Context: an optimization exercise on an open-source flow, tuned for small area and a short achievable clock period. The choices shown serve that exercise and are no tape-out recipe. RTL that was checked went through simulation tests only; none was proved equivalent to the original. No functional check of the RTL was part of runs 2 to 7.

**constraint.sdc**
```tcl
create_clock -name core_clock -period 10.0 [get_ports {nvdla_core_clk}]
set_input_delay 2.0000 -clock core_clock [delete_from_list [all_inputs] [get_ports {nvdla_core_clk}]]
set_output_delay 2.0000 -clock core_clock [all_outputs]
set_load 0.01 [all_outputs]
```
**config.mk**
```make
export PLATFORM = sky130hd
export DESIGN_NAME = cacc_fp48_calc
export DESIGN_NICKNAME = cacc_fp48_calc
export VERILOG_FILES = /design/flow/design.v
export SDC_FILE = /design/flow/constraint.sdc
export NUM_CORES = 4
export LEC_CHECK = 0
export CAP_MARGIN = 20
export CORE_MARGIN = 2
export CORE_UTILIZATION = 40
export SLEW_MARGIN = 20
```
**design.v**
```verilog
`timescale 1ns/10ps
`default_nettype none
module cacc_lsd #(
  parameter WIDTH = 36
) (
  input  wire [WIDTH-1:0] value,
  output reg  [5:0]       cnt
);
  wire [WIDTH-2:0] diff;
  integer i;
  assign diff = value[WIDTH-2:0] ^ {(WIDTH-1){value[WIDTH-1]}};
  always @(*) begin
    cnt = WIDTH - 1;
    for (i = 0; i < WIDTH - 1; i = i + 1) begin
      if (diff[i]) begin
        cnt = WIDTH - 2 - i;
      end
    end
  end
endmodule
`default_nettype wire
`timescale 1ns/10ps
`default_nettype none
module cacc_fp48_calc (
  input  wire        nvdla_core_clk,
  input  wire        nvdla_core_rstn,
  input  wire        in_valid,
  input  wire        in_sel,
  input  wire [43:0] in_data,
  input  wire [47:0] in_op,
  input  wire        in_op_valid,
  output wire [47:0] out_partial_data,
  output reg         out_partial_valid,
  output reg  [31:0] out_final_data,
  output reg         out_final_valid
);
  reg r1_valid, r1_fin;
  reg r2_valid, r2_fin;
  reg r3_fin;
  always @(posedge nvdla_core_clk or negedge nvdla_core_rstn) begin
    if (!nvdla_core_rstn) begin
      r1_valid          <= 1'b0;
      r1_fin            <= 1'b0;
      r2_valid          <= 1'b0;
      r2_fin            <= 1'b0;
      r3_fin            <= 1'b0;
      out_partial_valid <= 1'b0;
      out_final_valid   <= 1'b0;
    end else begin
      r1_valid          <= in_valid;
      r1_fin            <= in_valid & in_sel;
      r2_valid          <= r1_valid;
      r2_fin            <= r1_fin;
      r3_fin            <= r2_fin;
      out_partial_valid <= r2_valid & ~r2_fin;
      out_final_valid   <= r3_fin;
    end
  end
  wire [5:0]  d_expo = in_data[43:38];
  wire [37:0] d_mant = in_data[37:0];
  wire [7:0]  o_expo = in_op_valid ? in_op[47:40] : 8'd0;
  wire [39:0] o_mant = in_op_valid ? in_op[39:0] : 40'd0;
  wire d_zero = ~(|d_mant);
  wire d_nan  = &d_expo;
  wire o_zero = ~(|o_mant);
  wire o_nan  = &o_expo;
  wire [5:0] d_lead;
  cacc_lsd #(.WIDTH(36)) u_lsd36 (
    .value (d_mant[35:0]),
    .cnt   (d_lead)
  );
  reg [35:0] r1_dm;
  reg [5:0]  r1_lead;
  reg [5:0]  r1_de;
  reg        r1_dzero;
  reg [7:0]  r1_oe;
  reg [39:0] r1_om;
  reg        r1_nan;
  always @(posedge nvdla_core_clk) begin
    r1_dm    <= d_mant[35:0];
    r1_lead  <= d_lead;
    r1_de    <= d_expo;
    r1_dzero <= d_zero;
    r1_oe    <= o_zero ? 8'd0 : o_expo;
    r1_om    <= {(d_nan & ~o_nan) ? d_mant[37:27] : o_mant[39:29], o_mant[28:0]};
    r1_nan   <= d_nan | o_nan;
  end
  wire [35:0] x_norm = r1_dm << r1_lead;
  wire [39:0] x_mant = {x_norm, 4'b0};
  wire [6:0]  x_em   = {1'b0, r1_de} + 7'd47 - {1'b0, r1_lead};
  wire [7:0]  x_expo = r1_dzero ? 8'd0 : {1'b0, x_em};
  wire [7:0]  y_expo = r1_oe;
  wire [8:0]  xy_diff = {1'b0, x_expo} - {1'b0, y_expo};
  wire [8:0]  yx_diff = {1'b0, y_expo} - {1'b0, x_expo};
  wire        x_ge    = ~xy_diff[8];
  wire [7:0]  sh_amt  = x_ge ? xy_diff[7:0] : yx_diff[7:0];
  wire [7:0]  max_e   = x_ge ? x_expo : y_expo;
  wire [39:0] bg   = x_ge ? x_mant : r1_om;
  wire [39:0] sml = x_ge ? r1_om  : x_mant;
  wire [79:0] s_wide = $signed({sml, 40'd0}) >>> sh_amt;
  reg [39:0] r2_big;
  reg [39:0] r2_small;
  reg [2:0]  r2_cut;
  reg [7:0]  r2_expo;
  reg        r2_nan;
  reg [10:0] r2_pay;
  always @(posedge nvdla_core_clk) begin
    r2_big   <= bg;
    r2_small <= s_wide[79:40];
    r2_cut   <= {s_wide[39:38], |s_wide[37:0]};
    r2_expo  <= max_e;
    r2_nan   <= r1_nan;
    r2_pay   <= r1_om[39:29];
  end
  wire [40:0] m_sum = {r2_big[39], r2_big} + {r2_small[39], r2_small};
  wire [43:0] s_tot = {m_sum, r2_cut};
  wire        s_zero = ~(|s_tot);
  wire [5:0] s_lead;
  cacc_lsd #(.WIDTH(44)) u_lsd44 (
    .value (s_tot),
    .cnt   (s_lead)
  );
  wire [43:0] s_shift = s_tot << s_lead;
  wire [7:0]  s_expo  = r2_expo + 8'd1 - {2'b00, s_lead};
  reg [41:0] r3_sum;
  reg [7:0]  r3_expo;
  always @(posedge nvdla_core_clk) begin
    r3_sum  <= r2_nan ? {r2_pay, 31'd0} : {s_shift[43:3], |s_shift[2:0]};
    r3_expo <= r2_nan ? 8'hff : s_zero ? 8'd0 : s_expo;
  end
  wire        r_sign  = r3_sum[41];
  wire [39:0] r_eff   = r3_sum[41:2];
  wire        r_p5    = r3_sum[1] & (~r_sign | r3_sum[0]);
  wire [40:0] r_round = {r_eff[39], r_eff} + {40'd0, r_p5};
  wire        r_cpos  = ~r_sign & (&r_eff[38:0]) & r_p5;
  wire        r_cneg  = r_sign & ~r_eff[38] & (&r_eff[37:0]) & r_p5;
  wire [39:0] r_mant  = r_cneg ? {r_round[38:0], 1'b0} :
                        r_cpos ? r_round[40:1] :
                                 r_round[39:0];
  wire [7:0]  r_expo  = r_cneg ? r3_expo - 8'd1 : r3_expo + {7'd0, r_cpos};
  assign out_partial_data = {r_expo, r_mant};
  wire        p_sign  = r_mant[39];
  wire [38:0] p_umant = r_mant[38:0];
  wire        p_neg2  = p_sign & ~(|p_umant);
  wire        p_nan   = &r_expo;
  wire        p_zero  = ~(|r_mant);
  wire [38:0] p_abs   = p_sign ? (~p_umant + 39'd1) : p_umant;
  wire [23:0] p_eff   = p_abs[38:15];
  wire        p_p5    = p_abs[14];
  wire        p_carry = (&p_eff) & p_p5;
  wire [24:0] p_round = {1'b0, p_eff} + {24'd0, p_p5};
  wire [24:0] p_shift = p_round >> p_carry;
  wire [22:0] p_frac  = p_nan ? {13'b0, p_umant[38:29]} : p_shift[22:0];
  wire [7:0]  p_er    = r_expo + 8'd64 + {7'd0, p_carry | p_neg2};
  wire [7:0]  p_expo  = p_zero ? 8'd0 : p_nan ? 8'hff : p_er;
  always @(posedge nvdla_core_clk) begin
    out_final_data <= {p_sign, p_expo, p_frac};
  end
endmodule
`default_nettype wire
```
**run.sh**
```bash
#!/bin/bash
# synth_recipe.tcl (not shown) runs the flow's synth.tcl, then flattens the netlist and writes it again
# the make line also repeats each setting of config.mk as NAME=value (left out here)
make -C /OpenROAD-flow-scripts/flow DESIGN_CONFIG=/design/flow/config.mk WORK_HOME=/design/flow/orfs CLKGATE_MAP_FILE= SYNTH_SCRIPT=/design/flow/synth_recipe.tcl finish
```
==> impl_metrics.csv, run 1 <==
group,metric,value,unit
run_status,status,"complete, no violations",
timing,timing.setup.tns,0,ns
floorplanning,die_w,256,µm
layout,final_common_cell,"nand2_1",
critical_path,cp_max_fo,59,
layout,fillers,6366,
clock_tree,cts_tree,"done",
floorplanning,io_pins,179,
critical_path,path_class,"reg -> reg",
global_route,track_usage,0.262,
route,ant_nets,0,
clock_tree,numCtsBuffers,31,
layout,nNetsFinal,3447,
synth,synth-compound-area-share,0.218,
timing,skew,0.0392,ns
layout,fin_area,28900,µm²
hold_path,hold_path.class,"reg -> reg",
synth,synth_nets,3380,
layout,final_cells,4124,
route,vias_per_cell,6.02,
synth,synthMuxAreaShare,0.175,
place,gp_congestion,1.02,
global_route,antenna_found_initial,0,
synth,synth_xor_area_frac,0.0501,
synth,synthDistinctLibCells,118,
timing,post-route-min-period,7.62,ns
critical_path,startpoint_type,"flip-flop",
run,maxCapViolCount,0,
synth,ys.flop_type,"dfxtp_1",
global_route,grt-ovfl-total,0,
layout,syn_to_final_growth,14.0,%
layout,fin_util,0.460,
place,dp_cells,4066,
synth,synth_seq_cells,290,
synth,synth_edf_count,0,
synth,synth_top_family_by_area,"simple AND/OR/NAND/NOR gates",
synth,synthSimpleGateAreaFrac,0.226,
route,drtIter0Drc,2447,
place,portBuffers,178,
synth,synth-async-reset-ratio,0.0241,
synth,syn_inst,3186,
timing,setup_viol,0,
layout,drive_gt1_frac,0.0940,
place,postPlaceCellArea,27700,µm²
timing,hold_violations,0,
timing,worst_pin_slew,1.04,ns
place,hpwl,72000,µm
clock_tree,cts_hold_buffers,0,
synth,synth_fa_ha_area_frac,0.0497,
synth,yosysTopAreaCell,"dfxtp_1",
clock_tree,insertion_delay,0.61,ns
floorplanning,die-area,65400,µm²
synth,yosysTopAreaCellShare,0.224,
synth,yosysWarnings,3,
route,drc,0,
route,dr.pass1.iters,6,
timing,max_freq,131,MHz
route,wl_per_cell,21.8,µm
route,num_vias,24800,
timing,maxSlewViolCount,0,
floorplanning,core,62900,µm²
route,wl,89900,µm
clock_tree,cts_resized,0,
clock_tree,cts-root-buf,"clkbuf_16",
floorplanning,initial_core_util,0.403,
critical_path,required,10.47,ns
clock_tree,htreeDepth,1,
synth,avgSynthCellArea,7.96,µm²
clock_tree,post-cts-setup-buffer-count,0,
synth,seq_area_frac_synth,0.230,
clock_tree,clk_pin_slew,0.06,ns
global_route,grt_pass1_vias,23300,
synth,syn_area,25300,µm²
global_route,grt_first_pass_wirelength,138000,µm
critical_path,arrival,8.10,ns
clock_tree,clk_path_buf_depth,3,
synth,ys_top_cells_by_area,"dfxtp_1, mux2i_1, nand2_1",
timing,fin_crit_sh,0.762,
critical_path,end_kind,"flip-flop",
floorplanning,rows,92,
timing,relSlewSlack,0.303,
layout,diodes,0,
timing,rsz0062_at_grt,"false",
layout,final_cell_mix,"nand2_1, dfxtp_1, mux2i_1",
floorplanning,fp.dieH,256,µm
global_route,grt_max_degree,60,
clock_tree,cts_sinks,290,
synth_stat cells, drive strengths merged (10+ instances only):
| master | instances |
|---|---|
| nand2 | 429 |
| dfxtp | 283 |
| mux2i | 226 |
| nor2 | 222 |
| a21oi | 207 |
| o21ai | 185 |
| clkbuf | 125 |
| inv | 106 |
| ha | 91 |
| nor3 | 87 |
| xnor2 | 86 |
| and2 | 75 |
| nand3 | 69 |
| mux2 | 65 |
| mux4 | 64 |
| buf | 63 |
| xor2 | 58 |
| a31oi | 50 |
| nor4 | 46 |
| nand4 | 45 |
| a211oi | 41 |
| a21o | 40 |
| or3 | 37 |
| nand2b | 34 |
| o22ai | 32 |
| o211ai | 30 |
| and3 | 25 |
| or2 | 25 |
| nor2b | 23 |
| o21a | 20 |
| o21bai | 20 |
| a221oi | 18 |
| o311ai | 15 |
| o31ai | 15 |
| a22o | 14 |
| a22oi | 14 |
| and4 | 13 |
| or4 | 13 |
| o221ai | 11 |
| o2111ai | 10 |
| o32ai | 10 |
sequential cells by signal (all words and copies together), names as in the netlist, 3 cells and up:
register        flops
out_final_data     32
r2_pay             11
r1_oe               8
r1_de               6
r1_dm              36
r2_small           40
r2_expo             8
r1_om              40
r1_lead             6
r2_cut              3
r3_sum             42
r2_big             40
r3_expo             8
worst max-delay path, stage by stage (launching register included):
cell,delay (ns)
dfxtp_1,0.31
buf_4,0.34
clkinv_1,0.35
ha_1,0.39
ha_1,0.22
inv_1,0.07
fa_1,0.39
or2_2,0.31
inv_1,0.06
ha_1,0.26
a21o_1,0.19
a21o_1,0.18
a21o_1,0.17
a21oi_1,0.29
o21bai_1,0.22
nand2_4,0.38
buf_4,0.62
mux2i_1,0.38
mux2i_1,0.13
mux2i_1,0.22
mux2_2,0.20
or4bb_1,0.47
o32ai_1,0.45
mux2_2,0.26
nand4_1,0.09
nor4_1,0.32
o311ai_0,0.17
cells by family after synthesis:
| family | Yosys count |
|---|---|
| buffers and inverters | 299 |
| AOI/OAI and AO/OA | 824 |
| adders and majority gates | 97 |
| xor gates and xnor gates | 144 |
| DFF | 290 |
| muxes | 355 |
| and+or+nand+nor | 1177 |
cell type report:
type                    instances  area [µm²]  share of cell area
inverters                     111         427              0.0148
clock buffers                  42         887              0.0307
flip-flops and latches        290        5840               0.202
well taps                     846        1060              0.0366
repair buffers                222        2110              0.0731
clock inverters                16         278             0.00961
multi-input cells            2597       18300               0.633
routing by layer:
metal / track usage / vias to the layer above / share of wire
met5: 0 / - / 0
met4: 0.101 / 0 / 0.043
met3: 0.0274 / 208 / 0.062
met2: 0.436 / 1006 / 0.46
met1: 0.350 / 11800 / 0.43
li1: - / 11900 / -
final timing paths:
kind | startpoint | slack (ns) | cells past startpoint | end
setup reg to reg | r1_lead[1]$_SDFF_PP0_ | 2.38 | 26 | r2_cut[0]$_DFF_P_
hold / removal | r1_nan$_DFF_P_ | 0.34 | 0 | r2_nan$_DFF_P_
min in group asynchronous | nvdla_core_rstn | 1.64 | 1 | r1_valid$_DFF_PN0_
setup / recovery | r1_lead[1]$_SDFF_PP0_ | 2.38 | 26 | r2_cut[0]$_DFF_P_
max in group asynchronous | nvdla_core_rstn | 8.13 | 1 | out_final_valid$_DFF_PN0_
hold reg to reg | r1_nan$_DFF_P_ | 0.34 | 0 | r2_nan$_DFF_P_
stage by stage:
step	setup WS, ns	hold WS [ns]
3_3_place_gp	2.67	0.315
2_1_floorplan	3.33	0.310
5_1_grt	1.92	0.355
4_1_cts	2.48	0.344
6_report	2.38	0.340
3_5_place_dp	2.50	0.329
==> inputs of run 2 (changes only) <==
--- a/design.v
+++ b/design.v
@@ -76,12 +76,17 @@
   reg [7:0]  r1_oe;
   reg [39:0] r1_om;
   reg        r1_nan;
+  reg [8:0]  r1_adiff;
+  wire [7:0] o_expz = o_zero ? 8'd0 : o_expo;
+  wire [8:0] a_diff = d_zero ? 9'd35 - {1'b0, o_expz} :
+                               {3'b0, d_expo} + 9'd47 - {1'b0, o_expz};
   always @(posedge nvdla_core_clk) begin
+    r1_adiff <= a_diff;
     r1_dm    <= d_mant[35:0];
     r1_lead  <= d_lead;
     r1_de    <= d_expo;
     r1_dzero <= d_zero;
-    r1_oe    <= o_zero ? 8'd0 : o_expo;
+    r1_oe    <= o_expz;
     r1_om    <= {(d_nan & ~o_nan) ? d_mant[37:27] : o_mant[39:29], o_mant[28:0]};
     r1_nan   <= d_nan | o_nan;
   end
@@ -90,14 +95,24 @@
   wire [6:0]  x_em   = {1'b0, r1_de} + 7'd47 - {1'b0, r1_lead};
   wire [7:0]  x_expo = r1_dzero ? 8'd0 : {1'b0, x_em};
   wire [7:0]  y_expo = r1_oe;
-  wire [8:0]  xy_diff = {1'b0, x_expo} - {1'b0, y_expo};
-  wire [8:0]  yx_diff = {1'b0, y_expo} - {1'b0, x_expo};
+  wire [8:0]  xy_diff = r1_adiff - {3'b0, r1_lead};
+  wire [8:0]  yx_diff = {3'b0, r1_lead} - r1_adiff;
   wire        x_ge    = ~xy_diff[8];
   wire [7:0]  sh_amt  = x_ge ? xy_diff[7:0] : yx_diff[7:0];
   wire [7:0]  max_e   = x_ge ? x_expo : y_expo;
   wire [39:0] bg   = x_ge ? x_mant : r1_om;
   wire [39:0] sml = x_ge ? r1_om  : x_mant;
-  wire [79:0] s_wide = $signed({sml, 40'd0}) >>> sh_amt;
+  wire [41:0] s_wide = $signed({sml, 2'd0}) >>> sh_amt;
+  reg s_stick;
+  integer j;
+  always @(*) begin
+    s_stick = sml[39] & (sh_amt >= 8'd43);
+    for (j = 0; j < 40; j = j + 1) begin
+      if (sml[j] && ({1'b0, sh_amt} >= j + 3) && ({1'b0, sh_amt} <= j + 40)) begin
+        s_stick = 1'b1;
+      end
+    end
+  end
   reg [39:0] r2_big;
   reg [39:0] r2_small;
   reg [2:0]  r2_cut;
@@ -106,8 +121,8 @@
   reg [10:0] r2_pay;
   always @(posedge nvdla_core_clk) begin
     r2_big   <= bg;
-    r2_small <= s_wide[79:40];
-    r2_cut   <= {s_wide[39:38], |s_wide[37:0]};
+    r2_small <= s_wide[41:2];
+    r2_cut   <= {s_wide[1:0], s_stick};
     r2_expo  <= max_e;
     r2_nan   <= r1_nan;
     r2_pay   <= r1_om[39:29];
@@ -131,12 +146,10 @@
   wire        r_sign  = r3_sum[41];
   wire [39:0] r_eff   = r3_sum[41:2];
   wire        r_p5    = r3_sum[1] & (~r_sign | r3_sum[0]);
-  wire [40:0] r_round = {r_eff[39], r_eff} + {40'd0, r_p5};
+  wire [39:0] r_round = r_eff + {39'd0, r_p5};
   wire        r_cpos  = ~r_sign & (&r_eff[38:0]) & r_p5;
   wire        r_cneg  = r_sign & ~r_eff[38] & (&r_eff[37:0]) & r_p5;
-  wire [39:0] r_mant  = r_cneg ? {r_round[38:0], 1'b0} :
-                        r_cpos ? r_round[40:1] :
-                                 r_round[39:0];
+  wire [39:0] r_mant  = {r_round[39] & ~r_cpos, r_round[38] ^ (r_cpos | r_cneg), r_round[37:0]};
   wire [7:0]  r_expo  = r_cneg ? r3_expo - 8'd1 : r3_expo + {7'd0, r_cpos};
   assign out_partial_data = {r_expo, r_mant};
   wire        p_sign  = r_mant[39];
@@ -144,13 +157,12 @@
   wire        p_neg2  = p_sign & ~(|p_umant);
   wire        p_nan   = &r_expo;
   wire        p_zero  = ~(|r_mant);
-  wire [38:0] p_abs   = p_sign ? (~p_umant + 39'd1) : p_umant;
-  wire [23:0] p_eff   = p_abs[38:15];
-  wire        p_p5    = p_abs[14];
-  wire        p_carry = (&p_eff) & p_p5;
-  wire [24:0] p_round = {1'b0, p_eff} + {24'd0, p_p5};
-  wire [24:0] p_shift = p_round >> p_carry;
-  wire [22:0] p_frac  = p_nan ? {13'b0, p_umant[38:29]} : p_shift[22:0];
+  wire        p_z14   = ~(|p_umant[13:0]);
+  wire        p_c     = p_sign & p_z14;
+  wire [24:0] p_b     = p_umant[38:14] ^ {25{p_sign}};
+  wire        p_carry = (&p_b[24:1]) & (p_b[0] ^ p_c);
+  wire [22:0] p_inc   = p_b[23:1] + {22'd0, p_b[0] | p_c};
+  wire [22:0] p_frac  = p_nan ? {13'b0, p_umant[38:29]} : p_inc;
   wire [7:0]  p_er    = r_expo + 8'd64 + {7'd0, p_carry | p_neg2};
   wire [7:0]  p_expo  = p_zero ? 8'd0 : p_nan ? 8'hff : p_er;
   always @(posedge nvdla_core_clk) begin
--- a/config.mk
+++ b/config.mk
@@ -5,7 +5,9 @@
 export SDC_FILE = /design/flow/constraint.sdc
 export NUM_CORES = 4
 export LEC_CHECK = 0
+export ABC_AREA = 1
 export CAP_MARGIN = 20
 export CORE_MARGIN = 2
 export CORE_UTILIZATION = 40
+export SETUP_SLACK_MARGIN = 3.5
 export SLEW_MARGIN = 20
==> run 2 against run 1 <==
  * Still clean
  * First-iteration DRC count grew 0.98%
  * Global-route usage grew 1.3 points
  * Via count grew 3.8%
  * Utilization grew 2.5 points
  * Clock skew shrank 0.0016 ns
  * Critical path type unchanged
  * Critical endpoint is now r3_expo[7]$_SDFF_PP1_
  * Largest cell class unchanged
==> impl_metrics.csv, run 2 <==
group,metric,value,unit
run_status,status,"complete, no violations",
synth,syn_inst,3751,
critical_path,required,10.42,ns
route,drtIter0Drc,2471,
global_route,track_usage,0.275,
route,wl_met2,39100,µm
route,num_vias,25800,
floorplanning,die-area,61900,µm²
clock_tree,numCtsBuffers,36,
synth,avgSynthCellArea,6.39,µm²
critical_path,slowest_delay,0.37,ns
synth,synth_common_cells,"nand2_1, inv_1, nand3_1",
clock_tree,clk_pin_slew,0.06,ns
global_route,grt_first_pass_wirelength,135000,µm
hold_path,hold_path.class,"reg -> reg",
critical_path,crit_family,"compound AO/OA/AOI/OAI gates",
timing,max_freq,155,MHz
route,drc,0,
route,routed-wl-met3,7070,µm
layout,nNetsFinal,4115,
timing,relSlewSlack,0.204,
layout,largest_register,"r3_sum",
floorplanning,initial_core_util,0.405,
global_route,grt_pass1_vias,23500,
critical_path,cp_max_fo,5,
route,dr.pass1.iters,7,
hold_path,holdPathEnd,"r2_nan$_DFF_P_",
critical_path,path_class,"reg -> reg",
timing,post-route-min-period,6.45,ns
place,gp_congestion,0.979,
synth,synthDistinctLibCells,73,
synth,yosysTopAreaCell,"dfxtp_1",
hold_path,hold_start,"r1_nan$_DFF_P_",
layout,final_cell_mix,"nand2_1, inv_1, nand3_1",
floorplanning,die_w,249,µm
critical_path,cp_slowest_cell,"ha_1",
synth,synth_seq_cells,299,
critical_path,arrival,6.87,ns
synth,yosys.cell_count.top_type,"nand2_1",
clock_tree,cts_sinks,299,
clock_tree,cts_hold_buffers,0,
route,vias_per_cell,5.48,
route,wl_per_cell,19.0,µm
place,preCtsSetupSlack,2.36,ns
floorplanning,rows,89,
global_route,antenna_found_initial,2,
layout,diodes,0,
synth,seq_area_frac_synth,0.251,
layout,final_common_cell,"nand2_1",
synth,syn_area,24000,µm²
route,m1WireLength,41100,µm
timing,hold_violations,0,
timing,maxSlewViolCount,0,
timing,skew,0.0376,ns
critical_path,r2r-start,"r2_small[2]$_DFF_P_",
synth,synth_edf_count,0,
clock_tree,cts_tree,"done",
layout,multi_input_area,15900,µm²
synth,yosysWarnings,3,
run,maxCapViolCount,0,
place,hpwl,70300,µm
timing,setup_viol,0,
synth,synth-async-reset-ratio,0.0234,
layout,seqCellArea,6030,µm²
route,highest_layer,"met4",
route,ant_nets,0,
route,wl,89400,µm
synth,synth_nets,3959,
synth,ys_top_cells_by_area,"dfxtp_1, nand2_1, nand3_1",
floorplanning,core,59100,µm²
place,postPlaceCellArea,26100,µm²
clock_tree,insertion_delay,0.57,ns
global_route,grt_max_degree,87,
critical_path,end_kind,"flip-flop",
timing,rsz0062_at_grt,"true",
layout,drive_gt1_frac,0.0910,
critical_path,reg2reg_depth,45,
timing,fin_crit_sh,0.645,
layout,syn_to_final_growth,19.5,%
layout,fin_area,28600,µm²
floorplanning,io_pins,179,
critical_path,startpoint_type,"flip-flop",
synth,ys.flop_type,"dfxtp_1",
synth,yosysTopAreaCellShare,0.244,
timing,worst_pin_slew,1.18,ns
clock_tree,clk_path_buf_depth,3,
clock_tree,cts-root-buf,"clkbuf_16",
clock_tree,htreeDepth,2,
critical_path,reg2reg_slack,3.55,ns
global_route,grt-ovfl-total,0,
critical_path,worstPathBufferInverterCount,7,
timing,timing.setup.tns,0,ns
floorplanning,fp.dieH,249,µm
hold_path,holdPathStages,0,
critical_path,r2r_end,"r3_expo[7]$_SDFF_PP1_",
layout,largest_register_ffs,42,
place,portBuffers,178,
timing,fin_ws,3.55,ns
layout,fillers,6144,
## run 2: what timing repair did
item	in CTS	in global routing
hold endpoints to repair	0	0
resized for setup	41	87
gates cloned	4	12
buffers inserted	14	48
setup endpoints to repair	83	104
pin swaps	12	53
## run 2: per-stage QoR
step                utilization  cells  hold WS, ns
floorplan                     -   3751        0.310
global placement          0.441   4564        0.314
detailed placement        0.441   4564        0.325
CTS                       0.469   4648        0.339
global route              0.484   4708        0.346
finish                    0.484   4708        0.336
## run 2: how the worst max path moves through the flow
stage,depth (start not counted),slack [ns],endpoint,start
after detailed placement,45,2.36,r3_expo[7]$_SDFF_PP1_,r2_small[2]$_DFF_P_
after global routing,45,3.14,r3_expo[7]$_SDFF_PP1_,r2_small[2]$_DFF_P_
after global placement,45,2.48,r3_expo[7]$_SDFF_PP1_,r2_big[2]$_SDFF_PP0_
after CTS,66,3.38,r3_expo[7]$_SDFF_PP1_,r2_big[0]$_SDFF_PP0_
after floorplan,45,3.72,r3_expo[7]$_SDFF_PP1_,r2_big[2]$_SDFF_PP0_
final,45,3.55,r3_expo[7]$_SDFF_PP1_,r2_small[2]$_DFF_P_
## run 2: cells by family after synthesis
logic type / Yosys count / synth area share
compound gates: 702 / 0.171
xor+xnor: 195 / 0.0725
fa+ha+maj: 111 / 0.0601
buf+inv: 622 / 0.107
flops: 299 / 0.251
mux: 31 / 0.0129
simple gates: 1791 / 0.325
## run 2: layout make-up
| type | count | area share |
|---|---|---|
| Sequential cell | 299 | 0.210 |
| Timing Repair Buffer | 275 | 0.0943 |
| Multi-Input combinational cell | 2836 | 0.557 |
| Clock inverter | 17 | 0.00555 |
| Tap cell | 773 | 0.0338 |
| Inverter | 455 | 0.0613 |
| Clock buffer | 49 | 0.0371 |
| Timing Repair inverter | 4 | 0.000961 |
## run 2: metal layers
layer	up-vias	GRT usage
met4	0	0.0660
li1	12700	-
met5	-	0
met3	137	0.0429
met2	964	0.437
met1	12000	0.389
==> inputs of run 3 (changes only) <==
--- a/config.mk
+++ b/config.mk
@@ -9,5 +9,4 @@
 export CAP_MARGIN = 20
 export CORE_MARGIN = 2
 export CORE_UTILIZATION = 40
-export SETUP_SLACK_MARGIN = 3.5
 export SLEW_MARGIN = 20
==> run 3 against run 2 <==
  * Still clean
  * Via count is 2.8% lower
  * Largest cell class unchanged
  * Synthesized cell count unchanged
  * Hold slack lost 0.00088 ns
  * Critical path type unchanged
==> impl_metrics.csv, run 3 <==
group,metric,value,unit
synth,ys.flop_type,"dfxtp_1",
synth,synth-async-reset-ratio,0.0234,
layout,final_cells,4630,
timing,maxSlewViolCount,0,
clock_tree,numCtsBuffers,36,
critical_path,path_class,"reg -> reg",
synth,synth_common_cells,"nand2_1, inv_1, nand3_1",
timing,relSlewSlack,0.288,
critical_path,required,10.41,ns
global_route,grt-ovfl-total,0,
hold_path,hold_start,"r1_nan$_DFF_P_",
route,num_vias,25100,
route,ant_nets,0,
global_route,grt_pass1_vias,23300,
critical_path,reg2reg_slack,2.33,ns
run_status,status,"complete, no violations",
clock_tree,insertion_delay,0.57,ns
timing,timing.setup.tns,0,ns
route,drtIter0Drc,2279,
synth,yosysWarnings,3,
floorplanning,fp.dieH,249,µm
place,dp_cells,4564,
floorplanning,rows,89,
hold_path,hold_path.class,"reg -> reg",
critical_path,reg2reg_depth,45,
floorplanning,initial_core_util,0.405,
floorplanning,die-area,61900,µm²
floorplanning,io_pins,179,
route,dr.pass1.iters,5,
clock_tree,cts-root-buf,"clkbuf_16",
clock_tree,cts_resized,0,
clock_tree,htreeDepth,2,
synth,synthDistinctLibCells,73,
synth,yosysTopAreaCellShare,0.244,
critical_path,cp_slowest_cell,"nor2_2",
critical_path,r2r-start,"r2_big[2]$_SDFF_PP0_",
critical_path,arrival,8.08,ns
run,maxCapViolCount,0,
synth,avgSynthCellArea,6.39,µm²
layout,drive_gt1_frac,0.0521,
synth,syn_inst,3751,
global_route,track_usage,0.273,
synth,syn_area,24000,µm²
critical_path,end_kind,"flip-flop",
place,hpwl,70300,µm
synth,yosysTopAreaCell,"dfxtp_1",
timing,post-route-min-period,7.67,ns
synth,yosys.cell_count.top_type,"nand2_1",
hold_path,holdPathEnd,"r2_nan$_DFF_P_",
timing,worst_pin_slew,1.06,ns
timing,skew,0.0378,ns
route,drc,0,
floorplanning,core,59100,µm²
synth,synth_edf_count,0,
synth,ys_top_cells_by_area,"dfxtp_1, nand2_1, nand3_1",
clock_tree,post-cts-setup-buffer-count,0,
synth,synth_seq_cells,299,
floorplanning,die_w,249,µm
place,gp_congestion,0.979,
synth,synth_nets,3959,
layout,largest_register,"r3_sum",
timing,hold_violations,0,
global_route,grt_max_degree,87,
global_route,grt_first_pass_wirelength,134000,µm
timing,max_freq,130,MHz
layout,syn_to_final_growth,14.0,%
route,vias_per_cell,5.41,
layout,diodes,0,
critical_path,critPathMostFrequentCell,"nand2_1",
critical_path,slowest_delay,0.44,ns
timing,setup_viol,0,
route,wl_per_cell,18.7,µm
clock_tree,cts_hold_buffers,0,
clock_tree,cts_tree,"done",
clock_tree,clk_path_buf_depth,3,
critical_path,startpoint_type,"flip-flop",
clock_tree,clk_pin_slew,0.06,ns
synth,seq_area_frac_synth,0.251,
hold_path,holdPathStages,0,
global_route,antenna_found_initial,2,
layout,final_cell_mix,"nand2_1, inv_1, nand3_1",
layout,final_common_cell,"nand2_1",
route,wl,86400,µm
layout,largest_register_ffs,42,
timing,rsz0062_at_grt,"false",
place,portBuffers,178,
critical_path,cp_max_fo,42,
critical_path,r2r_end,"r3_expo[7]$_SDFF_PP1_",
timing,fin_crit_sh,0.767,
clock_tree,cts_sinks,299,
layout,fin_util,0.462,
layout,nNetsFinal,4037,
[run 3: per-layer routing]
metal | vias up | track usage | routed length [µm]
li1 | 12500 | - | -
met5 | - | 0 | 0
met1 | 11500 | 0.385 | 40400
met4 | 0 | 0.0639 | 1900
met3 | 110 | 0.0418 | 6260
met2 | 850 | 0.434 | 37800
[run 3: how the worst max path moves through the flow]
stage	start	endpoint	slack [ns]	cells after the start
5_1_grt	r2_big[2]$_SDFF_PP0_	r3_expo[7]$_SDFF_PP1_	1.53	45
4_1_cts	r2_small[2]$_DFF_P_	r3_expo[7]$_SDFF_PP1_	2.34	45
3_5_place_dp	r2_small[2]$_DFF_P_	r3_expo[7]$_SDFF_PP1_	2.36	45
2_1_floorplan	r2_big[2]$_SDFF_PP0_	r3_expo[7]$_SDFF_PP1_	3.72	45
3_3_place_gp	r2_big[2]$_SDFF_PP0_	r3_expo[7]$_SDFF_PP1_	2.48	45
6_report	r2_big[2]$_SDFF_PP0_	r3_expo[7]$_SDFF_PP1_	2.33	45
[run 3: final cells by class]
type	instances	area, µm²
Clock buffer	49	1060
Clock inverter	17	159
Fill cell	6270	31800
Inverter	455	1720
Multi-Input combinational cell	2830	15400
Sequential cell	299	6020
Tap cell	773	967
Timing Repair Buffer	207	1990
[run 3: per-stage QoR]
| stage | worst slack (ns) | area [µm²] | hold slack [ns] |
|---|---|---|---|
| floorplan | 3.72 | 24000 | 0.310 |
| global placement | 2.48 | 26100 | 0.314 |
| detailed placement | 2.36 | 26100 | 0.325 |
| CTS | 2.34 | 27300 | 0.339 |
| global route | 1.53 | 27300 | 0.346 |
| finish | 2.33 | 27300 | 0.335 |
[run 3: logic make-up after synthesis]
group | after synthesis | synth area share
and+or+nand+nor | 1791 | 0.325
DFF | 299 | 0.251
AOI/OAI and AO/OA | 702 | 0.171
adders and majority gates | 111 | 0.0601
muxes | 31 | 0.0129
xor gates and xnor gates | 195 | 0.0725
buffers and inverters | 622 | 0.107
[run 3: critical path, delay by kind of cell (launching register included)]
family                   cells  cell delay [ns]
AO/OA/AOI/OAI               17             2.30
XOR/XNOR                     1             0.26
adder cells (fa/ha/maj)      4             1.33
buffers and inverters        6             0.91
flip-flops                   1             0.30
AND/OR/NAND/NOR             17             2.38
==> inputs of run 4 (changes only) <==
--- a/config.mk
+++ b/config.mk
@@ -9,4 +9,5 @@
 export CAP_MARGIN = 20
 export CORE_MARGIN = 2
 export CORE_UTILIZATION = 40
+export SETUP_SLACK_MARGIN = 5
 export SLEW_MARGIN = 20
==> run 4 against run 3 <==
  * Wire length grew 24%
  * First-iteration DRC count up 58%
  * Still clean
  * Die area unchanged
  * Count of clock-buffer cells in the layout down 5
  * Setup slack gained 1.5 ns
  * Synthesized cell count unchanged
==> impl_metrics.csv, run 4 <==
group,metric,value,unit
synth,yosysTopAreaCell,"dfxtp_1",
run_status,status,"complete, no violations",
floorplanning,initial_core_util,0.405,
place,portBuffers,178,
synth,synthMuxAreaShare,0.0129,
synth,ys_top_cells_by_area,"dfxtp_1, nand2_1, nand3_1",
layout,seqCellArea,6100,µm²
synth,synthDistinctLibCells,73,
floorplanning,core,59100,µm²
timing,whs,0.326,ns
timing,fin_crit_sh,0.615,
layout,largest_register,"r3_sum",
route,dr.pass1.iters,9,
route,ant_nets,0,
clock_tree,cts_sinks,299,
synth,synth-async-reset-ratio,0.0234,
synth,synth-compound-area-share,0.171,
timing,post-route-min-period,6.15,ns
synth,synth_fa_ha_area_frac,0.0601,
timing,timing.setup.tns,0,ns
layout,multi_input_area,19900,µm²
global_route,antenna_found_initial,5,
floorplanning,die_w,249,µm
synth,avgSynthCellArea,6.39,µm²
synth,synth_common_cells,"nand2_1, inv_1, nand3_1",
synth,synth_top_family_by_area,"simple AND/OR/NAND/NOR gates",
place,gp_congestion,1.02,
critical_path,cp_slowest_cell,"dfxtp_2",
synth,syn_area,24000,µm²
critical_path,critPathMostFrequentCell,"nand2_2",
route,drtIter0Drc,3605,
timing,hold_violations,0,
route,vias_per_cell,5.77,
layout,syn_to_final_growth,48.6,%
synth,synth_seq_cells,299,
place,hpwl,69200,µm
global_route,grt_max_degree,51,
critical_path,end_kind,"flip-flop",
critical_path,slowest_delay,0.33,ns
clock_tree,htreeDepth,2,
clock_tree,cts_hold_buffers,0,
hold_path,hold_path.class,"reg -> reg",
synth,synth_edf_count,0,
critical_path,crit_family,"compound AO/OA/AOI/OAI gates",
clock_tree,cts-root-buf,"clkbuf_16",
clock_tree,clk_pin_slew,0.06,ns
route,drc,0,
clock_tree,clk_path_buf_depth,3,
timing,relSlewSlack,0.139,
timing,worst_pin_slew,1.28,ns
synth,syn_inst,3751,
layout,final_cell_mix,"nand2_1, inv_1, o21ai_0",
synth,yosysTopAreaCellShare,0.244,
route,wl_per_cell,21.3,µm
global_route,grt-ovfl-total,0,
place,dp_cells,4564,
critical_path,startpoint_type,"flip-flop",
layout,final_cells,5021,
critical_path,path_class,"reg -> reg",
floorplanning,io_pins,179,
timing,max_freq,163,MHz
critical_path,arrival,6.59,ns
layout,largest_register_ffs,42,
floorplanning,die-area,61900,µm²
layout,final_common_cell,"nand2_1",
synth,ys.flop_type,"dfxtp_1",
timing,maxSlewViolCount,0,
synth,synth_nets,3959,
synth,seq_area_frac_synth,0.251,
hold_path,hold_start,"r1_nan$_DFF_P_",
synth,yosys.cell_count.top_type,"nand2_1",
critical_path,reg2reg_slack,3.85,ns
timing,rsz0062_at_grt,"true",
clock_tree,cts_tree,"done",
floorplanning,fp.dieH,249,µm
critical_path,required,10.44,ns
route,num_vias,29000,
critical_path,r2r-start,"r2_small[2]$_DFF_P_",
layout,drive_gt1_frac,0.306,
critical_path,worstPathBufferInverterCount,6,
timing,setup_viol,0,
layout,nNetsFinal,4429,
global_route,grt_first_pass_wirelength,149000,µm
route,wl,107000,µm
layout,fillers,5097,
critical_path,cp_max_fo,3,
floorplanning,rows,89,
clock_tree,insertion_delay,0.57,ns
synth,synth_xor_area_frac,0.0725,
run,maxCapViolCount,0,
synth,synthSimpleGateAreaFrac,0.325,
synth,yosysWarnings,3,
layout,fin_util,0.602,
timing,skew,0.0348,ns
critical_path,crit_path_start,"r2_small[2]$_DFF_P_",
global_route,grt_pass1_vias,26100,
clock_tree,numCtsBuffers,35,
global_route,track_usage,0.301,
run 4: path summary, 6_finish.rpt:
check,cells after the start,end
max,45,r3_expo[7]$_SDFF_PP1_
min,0,r2_nan$_DFF_P_
max reg2reg,45,r3_expo[7]$_SDFF_PP1_
min reg2reg,0,r2_nan$_DFF_P_
max in group asynchronous,1,r3_fin$_DFF_PN0_
min in group asynchronous,1,out_final_valid$_DFF_PN0_
run 4: area by class of cell:
class                   count  area share
repair inverters           13     0.00260
well taps                 773      0.0272
diodes                      1   0.0000703
clock buffers              44      0.0272
repair buffers            569       0.155
flip-flops and latches    299       0.171
clock inverters            19     0.00657
multi-input cells        2848       0.559
inverters                 455      0.0515
run 4: cell families after synthesis:
kind of cell | count (synthesis)
buffers and inverters | 622
muxes | 31
AOI/OAI and AO/OA | 702
DFF | 299
adders and majority gates | 111
xor gates and xnor gates | 195
and+or+nand+nor | 1791
run 4: per-stage QoR:
stage	instance area [µm²]	setup slack, ns
after global placement	26200	2.96
after CTS	31500	3.92
final	35600	3.85
after global routing	35600	3.50
after detailed placement	26200	2.91
after floorplan	24100	3.96
run 4: per-layer routing:
layer | GRT usage | up-vias | share of wire
met5 | 0 | - | 0.00012
met4 | 0.125 | 2 | 0.058
met3 | 0.0496 | 500 | 0.092
met2 | 0.489 | 1686 | 0.45
met1 | 0.397 | 13400 | 0.40
li1 | - | 13400 | -
run 4: repair_timing:
| action | in CTS | in global routing |
|---|---|---|
| resized for setup | 600 | 709 |
| setup endpoints to repair | 163 | 159 |
| buffers inserted | 212 | 136 |
| cloned | 32 | 13 |
| pin swaps | 130 | 248 |
==> inputs of run 5 (changes only) <==
--- a/config.mk
+++ b/config.mk
@@ -5,7 +5,7 @@
 export SDC_FILE = /design/flow/constraint.sdc
 export NUM_CORES = 4
 export LEC_CHECK = 0
-export ABC_AREA = 1
+export ABC_AREA = 0
 export CAP_MARGIN = 20
 export CORE_MARGIN = 2
 export CORE_UTILIZATION = 40
==> run 5 against run 4 <==
  * Sequential share of layout area fell by 0.30 points
  * Die area grew 6.5%
  * Still clean on timing, DRC and antenna
  * Sequential cell count unchanged
  * Highest routed layer is now met4
  * Global-route usage rose by 2.4 points
  * Final cell count decreased by 7.4%
  * Synthesized area is 6.6% higher
  * Critical endpoint is now out_partial_data[43]
  * Final area rose by 1.9%
  * Critical path depth shrank 36
  * Hold slack gained 0.0086 ns
==> impl_metrics.csv, run 5 <==
group,metric,value,unit
run_status,status,"complete, no violations",
route,drc,0,
clock_tree,numCtsBuffers,36,
timing,timing.setup.tns,0,ns
critical_path,critPathMostFrequentCell,"a21o_1",
clock_tree,cts_tree,"done",
place,portBuffers,178,
critical_path,reg2reg_slack,4.52,ns
synth,syn_area,25600,µm²
route,ant_nets,0,
critical_path,end_kind,"output pin",
synth,yosys.cell_count.top_type,"nand2_1",
route,wl,118000,µm
critical_path,required,8.00,ns
layout,seqCellArea,6110,µm²
clock_tree,clk_path_buf_depth,3,
critical_path,r2r-start,"r2_big[35]$_DFF_P_",
layout,syn_to_final_growth,42.0,%
timing,setup_viol,0,
synth,syn_inst,3401,
synth,synthDistinctLibCells,97,
clock_tree,insertion_delay,0.57,ns
clock_tree,cts_hold_buffers,0,
floorplanning,die-area,65900,µm²
timing,relSlewSlack,0.256,
layout,final_common_cell,"nand2_1",
synth,synth_common_cells,"nand2_1, nor2_1, dfxtp_1",
route,dr.pass1.iters,10,
floorplanning,rows,92,
global_route,grt_pass1_vias,27800,
place,hpwl,75800,µm
global_route,grt_max_degree,48,
route,num_vias,30000,
place,postPlaceCellArea,28200,µm²
global_route,grt-ovfl-total,0,
critical_path,cp_max_fo,5,
route,drtIter0Drc,3798,
floorplanning,core,63100,µm²
layout,largest_register_ffs,42,
hold_path,hold_start,"r1_nan$_DFF_P_",
hold_path,holdPathStages,0,
synth,yosysTopAreaCellShare,0.229,
route,vias_per_cell,6.45,
critical_path,slowest_delay,0.63,ns
clock_tree,cts_sinks,299,
hold_path,holdPathEnd,"r2_nan$_DFF_P_",
route,wl_per_cell,25.4,µm
hold_path,hold_path.class,"reg -> reg",
layout,drive_gt1_frac,0.292,
layout,fillers,5625,
synth,synth_nets,3609,
synth,ys.flop_type,"dfxtp_1",
timing,post-route-min-period,5.59,ns
layout,nNetsFinal,3987,
global_route,antenna_found_initial,0,
floorplanning,die_w,257,µm
floorplanning,fp.dieH,257,µm
critical_path,cp_slowest_cell,"clkdlybuf4s50_1",
synth,seq_area_frac_synth,0.236,
timing,fin_crit_sh,0.559,
run,maxCapViolCount,0,
clock_tree,htreeDepth,2,
timing,skew,0.0291,ns
global_route,grt_first_pass_wirelength,169000,µm
clock_tree,cts-root-buf,"clkbuf_16",
layout,final_cell_mix,"nand2_1, nor2_1, buf_4",
critical_path,path_depth,9,
clock_tree,clk_pin_slew,0.06,ns
floorplanning,initial_core_util,0.405,
synth,yosysWarnings,3,
layout,multi_input_area,21900,µm²
place,gp_congestion,1.01,
floorplanning,io_pins,179,
timing,rsz0062_at_grt,"true",
critical_path,crit_family,"simple AND/OR/NAND/NOR gates",
synth,synth_edf_count,0,
critical_path,reg2reg_depth,22,
synth,synth-async-reset-ratio,0.0234,
layout,largest_register,"r3_sum",
critical_path,r2r_end,"r3_sum[30]$_SDFF_PP0_",
critical_path,startpoint_type,"flip-flop",
timing,maxSlewViolCount,0,
global_route,track_usage,0.325,
critical_path,arrival,3.59,ns
critical_path,worstPathBufferInverterCount,1,
critical_path,path_cells,"nand4_1 > nor3_4 > nand3_2 > or2_4 > ha_4 > a21o_1 > a21o_1 > xor2_1 > clkdlybuf4s50_1",
layout,fin_util,0.575,
synth,yosysTopAreaCell,"dfxtp_1",
synth,avgSynthCellArea,7.52,µm²
timing,hold_violations,0,
synth,synth_seq_cells,299,
timing,max_freq,179,MHz
timing,worst_pin_slew,1.11,ns
layout,fin_area,36300,µm²
synth,ys_top_cells_by_area,"dfxtp_1, mux2i_1, nand2_1",
critical_path,path_class,"reg -> out",
run 5: what timing repair did:
action                                  4_1_cts  5_1_grt
endpoints found under the setup margin      164      135
pin swaps                                   148      148
setup buffers                               194      114
gates cloned                                 23       10
hold endpoints to repair                      0        0
gates resized for setup                     641      326
run 5: layout make-up:
type | instances | share of cell area
clock inverter | 16 | 0.00610
tap | 846 | 0.0292
clock buffer | 45 | 0.0274
sequential | 299 | 0.168
multi-input combinational | 2768 | 0.602
inverter | 120 | 0.0144
timing repair buffer | 549 | 0.151
timing repair inverter | 5 | 0.00124
antenna | 1 | 0.0000689
run 5: how the worst max path moves through the flow:
stage                             to  slack, ns                  start
4_1_cts         out_partial_data[47]       4.41  r3_sum[20]$_SDFF_PP0_
5_1_grt         out_partial_data[47]       4.28   r3_sum[8]$_SDFF_PP0_
3_5_place_dp       r2_cut[2]$_DFF_P_       3.11  r1_lead[1]$_SDFF_PP0_
6_report        out_partial_data[43]       4.41  r3_sum[21]$_SDFF_PP0_
3_3_place_gp       r2_cut[2]$_DFF_P_       3.20  r1_lead[1]$_SDFF_PP0_
2_1_floorplan  r3_expo[7]$_SDFF_PP1_       4.49   r2_small[16]$_DFF_P_
run 5: logic make-up after synthesis:
kind of cell,share of synthesized area
adder cells (fa/ha/maj),0.0564
buffers and inverters,0.0522
AND/OR/NAND/NOR,0.223
XOR/XNOR,0.0497
flip-flops,0.236
multiplexers,0.112
AO/OA/AOI/OAI,0.271
run 5: metrics by stage:
stage,hold slack (ns),setup WS (ns),cells
after global placement,0.322,3.20,4246
final,0.335,4.41,4649
after CTS,0.341,4.41,4524
after detailed placement,0.327,3.11,4246
after floorplan,0.310,4.49,3401
after global routing,0.346,4.28,4648
run 5: per-layer routing:
metal,vias up,GRT usage,part of all wire
met1,14000,0.418,0.39
met5,-,0,0
met2,2025,0.503,0.43
li1,13300,-,-
met4,0,0.208,0.082
met3,617,0.0582,0.096
==> inputs of run 6 (changes only) <==
--- a/design.v
+++ b/design.v
@@ -17,6 +17,41 @@
       end
     end
   end
+endmodule
+`default_nettype wire
+`timescale 1ns/10ps
+`default_nettype none
+module cacc_add #(
+  parameter WIDTH = 41
+) (
+  input  wire [WIDTH-1:0] a,
+  input  wire [WIDTH-1:0] b,
+  input  wire             cin,
+  output wire [WIDTH-1:0] sum
+);
+  localparam LEVELS = $clog2(WIDTH + 1);
+  wire [WIDTH:0] g0 = {a & b, cin};
+  wire [WIDTH:0] p0 = {a ^ b, 1'b0};
+  reg [WIDTH:0] g, p, gn, pn;
+  integer l, i, k;
+  always @(*) begin
+    g = g0;
+    p = p0;
+    for (l = 0; l < LEVELS; l = l + 1) begin
+      gn = g;
+      pn = p;
+      for (i = 0; i <= WIDTH; i = i + 1) begin
+        if ((i >> l) & 1) begin
+          k = ((i >> l) << l) - 1;
+          gn[i] = g[i] | (p[i] & g[k]);
+          pn[i] = p[i] & p[k];
+        end
+      end
+      g = gn;
+      p = pn;
+    end
+  end
+  assign sum = p0[WIDTH:1] ^ g[WIDTH-1:0];
 endmodule
 `default_nettype wire
 `timescale 1ns/10ps
@@ -71,35 +106,32 @@
   );
   reg [35:0] r1_dm;
   reg [5:0]  r1_lead;
-  reg [5:0]  r1_de;
-  reg        r1_dzero;
   reg [7:0]  r1_oe;
   reg [39:0] r1_om;
   reg        r1_nan;
   reg [8:0]  r1_adiff;
   wire [7:0] o_expz = o_zero ? 8'd0 : o_expo;
-  wire [8:0] a_diff = d_zero ? 9'd35 - {1'b0, o_expz} :
-                               {3'b0, d_expo} + 9'd47 - {1'b0, o_expz};
+  wire [8:0] a_dd   = {3'b0, d_expo} + 9'd47;
+  wire [8:0] a_do   = a_dd - {1'b0, o_expo};
+  wire [8:0] a_zo   = 9'd35 - {1'b0, o_expo};
+  wire [8:0] a_diff = d_zero ? (o_zero ? 9'd35 : a_zo) :
+                               (o_zero ? a_dd  : a_do);
   always @(posedge nvdla_core_clk) begin
     r1_adiff <= a_diff;
     r1_dm    <= d_mant[35:0];
     r1_lead  <= d_lead;
-    r1_de    <= d_expo;
-    r1_dzero <= d_zero;
     r1_oe    <= o_expz;
     r1_om    <= {(d_nan & ~o_nan) ? d_mant[37:27] : o_mant[39:29], o_mant[28:0]};
     r1_nan   <= d_nan | o_nan;
   end
   wire [35:0] x_norm = r1_dm << r1_lead;
   wire [39:0] x_mant = {x_norm, 4'b0};
-  wire [6:0]  x_em   = {1'b0, r1_de} + 7'd47 - {1'b0, r1_lead};
-  wire [7:0]  x_expo = r1_dzero ? 8'd0 : {1'b0, x_em};
   wire [7:0]  y_expo = r1_oe;
   wire [8:0]  xy_diff = r1_adiff - {3'b0, r1_lead};
   wire [8:0]  yx_diff = {3'b0, r1_lead} - r1_adiff;
   wire        x_ge    = ~xy_diff[8];
   wire [7:0]  sh_amt  = x_ge ? xy_diff[7:0] : yx_diff[7:0];
-  wire [7:0]  max_e   = x_ge ? x_expo : y_expo;
+  wire [7:0]  max_e   = y_expo + (x_ge ? xy_diff[7:0] : 8'd0);
   wire [39:0] bg   = x_ge ? x_mant : r1_om;
   wire [39:0] sml = x_ge ? r1_om  : x_mant;
   wire [41:0] s_wide = $signed({sml, 2'd0}) >>> sh_amt;
@@ -127,7 +159,13 @@
     r2_nan   <= r1_nan;
     r2_pay   <= r1_om[39:29];
   end
-  wire [40:0] m_sum = {r2_big[39], r2_big} + {r2_small[39], r2_small};
+  wire [40:0] m_sum;
+  cacc_add #(.WIDTH(41)) u_add (
+    .a   ({r2_big[39], r2_big}),
+    .b   ({r2_small[39], r2_small}),
+    .cin (1'b0),
+    .sum (m_sum)
+  );
   wire [43:0] s_tot = {m_sum, r2_cut};
   wire        s_zero = ~(|s_tot);
   wire [5:0] s_lead;
--- a/config.mk
+++ b/config.mk
@@ -5,9 +5,9 @@
 export SDC_FILE = /design/flow/constraint.sdc
 export NUM_CORES = 4
 export LEC_CHECK = 0
-export ABC_AREA = 0
+export ABC_AREA = 1
 export CAP_MARGIN = 20
 export CORE_MARGIN = 2
 export CORE_UTILIZATION = 40
-export SETUP_SLACK_MARGIN = 5
+export SETUP_SLACK_MARGIN = 4.0
 export SLEW_MARGIN = 20
==> run 6 against run 5 <==
  * Still clean on timing, DRC and antenna
  * Non-clock buffer count fell by 288
  * Count of clock-buffer cells in the layout grew 7
  * Maximum frequency shrank 5.4%
  * Wire length decreased by 23%
  * Via count shrank 15%
  * Critical path depth rose by 7
  * Synthesized cell count grew 11%
  * Largest cell class unchanged
==> impl_metrics.csv, run 6 <==
group,metric,value,unit
synth,yosysTopAreaCell,"dfxtp_1",
timing,fin_crit_sh,0.591,
clock_tree,insertion_delay,0.55,ns
critical_path,end_kind,"output pin",
route,ant_nets,0,
synth,synth_edf_count,0,
floorplanning,die-area,60500,µm²
synth,avgSynthCellArea,6.23,µm²
timing,maxSlewViolCount,0,
synth,synth_nets,3969,
layout,drive_gt1_frac,0.105,
critical_path,required,8.00,ns
global_route,grt-ovfl-total,0,
synth,synth-async-reset-ratio,0.0240,
global_route,grt_pass1_vias,23400,
timing,timing.setup.tns,0,ns
timing,worst_pin_slew,1.09,ns
route,drtIter0Drc,2711,
synth,yosysWarnings,4,
layout,final_cell_mix,"nand2_1, inv_1, nand3_1",
layout,largest_register_ffs,42,
timing,rsz0062_at_grt,"true",
place,preCtsSetupSlack,3.18,ns
clock_tree,numCtsBuffers,36,
critical_path,cp_max_fo,3,
synth,synth_seq_cells,292,
clock_tree,clk_pin_slew,0.06,ns
layout,syn_to_final_growth,22.0,%
hold_path,hold_path.class,"reg -> reg",
timing,hold_violations,0,
route,drc,0,
synth,synthDistinctLibCells,64,
run_status,status,"complete, no violations",
place,hpwl,72600,µm
route,dr.pass1.iters,6,
layout,nNetsFinal,4114,
synth,yosysTopAreaCellShare,0.243,
critical_path,startpoint_type,"flip-flop",
global_route,grt_max_degree,79,
place,portBuffers,178,
synth,syn_area,23400,µm²
synth,ys_top_cells_by_area,"dfxtp_1, nand2_1, nand3_1",
synth,synth_common_cells,"nand2_1, inv_1, nand3_1",
layout,final_cells,4698,
synth,syn_inst,3763,
timing,post-route-min-period,5.91,ns
place,gp_congestion,1.02,
floorplanning,core,57800,µm²
floorplanning,rows,88,
global_route,gr-usage-met3,0.0411,
clock_tree,cts_sinks,292,
synth,yosys.cell_count.top_type,"nand2_1",
timing,fin_ws,4.09,ns
floorplanning,initial_core_util,0.405,
run,maxCapViolCount,0,
floorplanning,die_w,246,µm
clock_tree,htreeDepth,2,
timing,max_freq,169,MHz
route,wl_per_cell,19.4,µm
global_route,grt-busiest-layer,"met2",
synth,ys.flop_type,"dfxtp_1",
global_route,met1_usage,0.407,
route,wl,91100,µm
layout,largest_register,"r3_sum",
route,vias_per_cell,5.45,
route,num_vias,25600,
timing,skew,0.0243,ns
global_route,antenna_found_initial,6,
layout,final_common_cell,"nand2_1",
clock_tree,cts-root-buf,"clkbuf_16",
global_route,track_usage,0.290,
floorplanning,io_pins,179,
global_route,use_met2,0.462,
synth,seq_area_frac_synth,0.251,
global_route,grt_first_pass_wirelength,136000,µm
place,dp_cells,4579,
clock_tree,clk_path_buf_depth,3,
timing,setup_viol,0,
critical_path,path_class,"reg -> out",
clock_tree,cts_tree,"done",
timing,relSlewSlack,0.268,
floorplanning,fp.dieH,246,µm
critical_path,arrival,3.91,ns
-- run 6: final cells by class --
class	instances	area, µm²
diodes	2	5.00
clock buffers	52	1050
clock inverters	9	101
fillers	5979	29200
inverters	488	1850
multi-input cells	2827	16200
flip-flops and latches	292	5920
well taps	765	957
repair buffers	261	2450
repair inverters	2	10.0
-- run 6: worst paths after layout --
check	slack [ns]	to	start	cells after the start
worst max-delay path	4.09	out_partial_data[37]	r3_sum[41]$_DFF_P_	16
min in group asynchronous	1.72	r2_valid$_DFF_PN0_	nvdla_core_rstn	1
worst max register to register	4.15	r3_expo[7]$_SDFF_PP1_	r2_big[11]$_DFF_P_	38
worst min-delay path	0.33	r2_nan$_DFF_P_	r1_nan$_DFF_P_	0
max in group asynchronous	8.04	out_final_valid$_DFF_PN0_	nvdla_core_rstn	1
worst min register to register	0.33	r2_nan$_DFF_P_	r1_nan$_DFF_P_	0
-- run 6: logic make-up after synthesis --
logic type               after synthesis  synth area share
AND/OR/NAND/NOR                     1824             0.335
AO/OA/AOI/OAI                        661             0.158
buffers and inverters                648             0.106
flip-flops                           292             0.251
XOR/XNOR                             193            0.0725
adder cells (fa/ha/maj)              109            0.0617
multiplexers                          36            0.0154
-- run 6: what timing repair did --
| action | in CTS | in global routing |
|---|---|---|
| pin swaps | 12 | 63 |
| hold buffers | 0 | 0 |
| setup endpoints to repair | 74 | 102 |
| gates resized for setup | 68 | 205 |
| setup buffers | 23 | 27 |
| cloned | 1 | 5 |
-- run 6: routing by layer --
metal,share of wire,up-vias
met3,0.078,150
met1,0.45,11800
li1,-,12600
met2,0.45,1060
met5,0.00011,-
met4,0.025,2
-- run 6: through the flow --
step / util / hold slack, ns / cell area, µm²
4_1_cts: 0.474 / 0.329 / 27400
2_1_floorplan: - / 0.310 / 23400
3_5_place_dp: 0.446 / 0.315 / 25800
5_1_grt: 0.494 / 0.332 / 28600
3_3_place_gp: 0.446 / 0.312 / 25800
6_report: 0.494 / 0.326 / 28600
-- run 6: critical path, cell delays in order, from the launching register on --
cell	delay (ns)
dfxtp_2	0.34
inv_2	0.09
o21a_4	0.18
ha_2	0.21
nand3_2	0.09
inv_1	0.08
nand4_1	0.11
or4_4	0.47
nor3_4	0.14
nand4_1	0.15
buf_4	0.18
nor4_4	0.19
nand3_2	0.11
or4_4	0.46
xor2_4	0.18
inv_1	0.09
dlygate4sd2_1	0.29
==> inputs of run 7 (changes only) <==
--- a/config.mk
+++ b/config.mk
@@ -9,5 +9,5 @@
 export CAP_MARGIN = 20
 export CORE_MARGIN = 2
 export CORE_UTILIZATION = 40
-export SETUP_SLACK_MARGIN = 4.0
+export SETUP_SLACK_MARGIN = 3.0
 export SLEW_MARGIN = 20
==> run 7 against run 6 <==
  * Still clean
  * Final area shrank 5.5%
  * Utilization decreased by 2.7 points
  * Synthesized area is the same
  * Critical endpoint unchanged
  * Largest cell class unchanged
==> impl_metrics.csv, run 7 <==
group,metric,value,unit
run_status,status,"complete, no violations",
route,drtIter0Drc,2693,
synth,syn_inst,3763,
layout,drive_gt1_frac,0.0446,
route,num_vias,25300,
place,hpwl,72600,µm
layout,syn_to_final_growth,15.3,%
synth,yosysTopAreaCell,"dfxtp_1",
floorplanning,fp.dieH,246,µm
clock_tree,insertion_delay,0.56,ns
global_route,grt_first_pass_wirelength,136000,µm
timing,rsz0062_at_grt,"true",
clock_tree,cts-root-buf,"clkbuf_16",
clock_tree,htreeDepth,2,
synth,yosysTopAreaCellShare,0.243,
critical_path,arrival,4.79,ns
timing,timing.setup.tns,0,ns
critical_path,path_cells,"inv_1 > o21a_1 > ha_1 > nand3_1 > inv_1 > nand4_1 > or4_1 > nor3_1 > nand4_1 > nor4_2 > nand3_1 > or4_1 > xor2_1 > inv_1 > clkdlybuf4s50_1",
layout,largest_register,"r3_sum",
synth,avgSynthCellArea,6.23,µm²
synth,synth_edf_count,0,
layout,nNetsFinal,4061,
synth,synth_nets,3969,
global_route,grt_max_degree,79,
route,m1WireLength,40700,µm
timing,post-route-min-period,6.79,ns
floorplanning,rows,88,
clock_tree,cts_tree,"done",
synth,yosys.cell_count.top_type,"nand2_1",
global_route,grt_pass1_vias,23200,
timing,setup_viol,0,
global_route,antenna_found_initial,6,
clock_tree,cts_sinks,292,
synth,seq_area_frac_synth,0.251,
timing,relSlewSlack,0.269,
critical_path,worstPathBufferInverterCount,4,
layout,largest_register_ffs,42,
synth,synthDistinctLibCells,64,
timing,fin_crit_sh,0.679,
route,wl_per_cell,19.1,µm
synth,ys_top_cells_by_area,"dfxtp_1, nand2_1, nand3_1",
hold_path,hold_path.class,"reg -> reg",
timing,worst_pin_slew,1.09,ns
synth,ys.flop_type,"dfxtp_1",
timing,max_freq,147,MHz
timing,maxSlewViolCount,0,
route,ant_nets,0,
route,wl,88700,µm
timing,skew,0.0245,ns
critical_path,required,8.00,ns
layout,final_common_cell,"nand2_1",
clock_tree,numCtsBuffers,36,
critical_path,cp_max_fo,3,
synth,yosysWarnings,4,
place,dp_cells,4579,
critical_path,startpoint_type,"flip-flop",
critical_path,crit_family,"simple AND/OR/NAND/NOR gates",
synth,syn_area,23400,µm²
global_route,track_usage,0.289,
critical_path,cp_slowest_cell,"clkdlybuf4s50_1",
critical_path,path_class,"reg -> out",
layout,final_cells,4645,
route,wl_met2,39000,µm
synth,synth_seq_cells,292,
floorplanning,die-area,60500,µm²
timing,hold_violations,0,
floorplanning,core,57800,µm²
synth,synth-async-reset-ratio,0.0240,
clock_tree,clk_path_buf_depth,3,
critical_path,critPathMostFrequentCell,"inv_1",
critical_path,slowest_delay,0.50,ns
floorplanning,io_pins,179,
global_route,grt-ovfl-total,0,
layout,final_cell_mix,"nand2_1, inv_1, nand3_1",
synth,synth_common_cells,"nand2_1, inv_1, nand3_1",
route,routed-wl-met3,6700,µm
route,drc,0,
floorplanning,die_w,246,µm
route,highest_layer,"met5",
route,dr.pass1.iters,8,
run,maxCapViolCount,0,
place,gp_congestion,1.02,
route,vias_per_cell,5.44,
place,portBuffers,178,
critical_path,end_kind,"output pin",
floorplanning,initial_core_util,0.405,
clock_tree,clk_pin_slew,0.06,ns
clock_tree,cts_hold_buffers,0,
[run 7: logic make-up (layout without fill, tap and decap cells)]
logic type,Yosys count,after routing,synth area share
XOR/XNOR,193,193,0.0725
other,0,2,0
multiplexers,36,36,0.0154
AO/OA/AOI/OAI,661,661,0.158
flip-flops,292,292,0.251
buffers and inverters,648,763,0.106
AND/OR/NAND/NOR,1824,1824,0.335
adder cells (fa/ha/maj),109,109,0.0617
[run 7: what timing repair did]
action | 4_1_cts | 5_1_grt
buffers inserted | 3 | 0
setup endpoints to repair | 1 | 27
gates resized for setup | 0 | 10
pin swaps | 1 | 0
[run 7: path summary, 6_finish.rpt]
kind	from	to	slack, ns	cells past startpoint
max in group asynchronous	nvdla_core_rstn	out_final_valid$_DFF_PN0_	8.05	1
worst max register to register	r2_big[5]$_DFF_P_	r3_expo[7]$_SDFF_PP1_	3.52	40
worst max-delay path	r3_sum[41]$_DFF_P_	out_partial_data[37]	3.21	15
worst min register to register	r1_nan$_DFF_P_	r2_nan$_DFF_P_	0.33	0
min in group asynchronous	nvdla_core_rstn	r2_valid$_DFF_PN0_	1.72	1
worst min-delay path	r1_nan$_DFF_P_	r2_nan$_DFF_P_	0.33	0
[run 7: metal layers]
metal  GRT usage  vias up
met4      0.0829        2
met1       0.407    11600
met3      0.0411      129
met5           0        -
met2       0.456     1004
li1            -    12500
[run 7: metrics by stage]
step	instance area [µm²]	utilization	worst slack [ns]	hold WS (ns)
final	27000	0.467	3.21	0.327
after detailed placement	25800	0.446	3.18	0.315
after global routing	27000	0.467	2.97	0.332
after floorplan	23400	-	4.75	0.310
after global placement	25800	0.446	3.16	0.312
after CTS	27000	0.466	3.04	0.329
[run 7: worst reg2reg max path, delay by kind of cell, from the launching register on]
kind / cells / cell delay (ns)
AOI/OAI and AO/OA: 14 / 2.05
xor gates and xnor gates: 1 / 0.15
adders and majority gates: 4 / 1.14
buffers and inverters: 5 / 1.05
DFF: 1 / 0.30
and+or+nand+nor: 16 / 1.68
[run 7: cell type report]
class,count,area (µm²)
multi-input cells,2823,15100
repair buffers,214,2050
clock buffers,52,1050
diodes,2,5.00
well taps,765,957
flip-flops and latches,292,5880
fillers,6161,30800
clock inverters,9,101
inverters,488,1830

==> separate check: timing with driven ports <==
How much do the figures lean on ideal ports? The routed layouts below were timed once more, with nothing changed but the port constraints. Step 1 (the two cells are an assumption about what drives the block):
set clk [get_ports {nvdla_core_clk}]
set_driving_cell -lib_cell sky130_fd_sc_hd__clkbuf_16 $clk
set_driving_cell -lib_cell sky130_fd_sc_hd__buf_2 [delete_from_list [all_inputs] $clk]
Step 2, shift: input delay + t, output delay - t, t = (earliest + latest rising clock arrival at the registers) / 2. This alone moves slack from input paths to output paths. a / b / c = no drivers / after step 1 / after step 2; a / b = the first two.
run | t (ns) | setup WS [ns] | hold slack, ns | latest minus earliest clock arrival (ns)
run 1 | 0.655 | 2.375 / 2.375 / 2.375 | 0.340 / 0.340 / 0.340 | 0.040 / 0.040
run 2 | 0.614 | 3.550 / 3.550 / 3.347 | 0.336 / 0.336 / 0.336 | 0.038 / 0.038
run 3 | 0.617 | 2.333 / 2.333 / 2.333 | 0.335 / 0.335 / 0.335 | 0.038 / 0.038
run 4 | 0.617 | 3.849 / 3.849 / 3.849 | 0.326 / 0.326 / 0.326 | 0.035 / 0.035
run 5 | 0.621 | 4.410 / 4.348 / 4.517 | 0.335 / 0.335 / 0.335 | 0.029 / 0.029
run 6 | 0.602 | 4.092 / 4.031 / 4.150 | 0.326 / 0.326 / 0.326 | 0.025 / 0.024
run 7 | 0.603 | 3.207 / 3.147 / 3.524 | 0.327 / 0.327 / 0.327 | 0.025 / 0.025
After both steps every run listed still meets setup and hold. For run 2, which loses most, drivers alone change the setup slack by 0.000 ns; drivers and shift together by -0.203 ns.
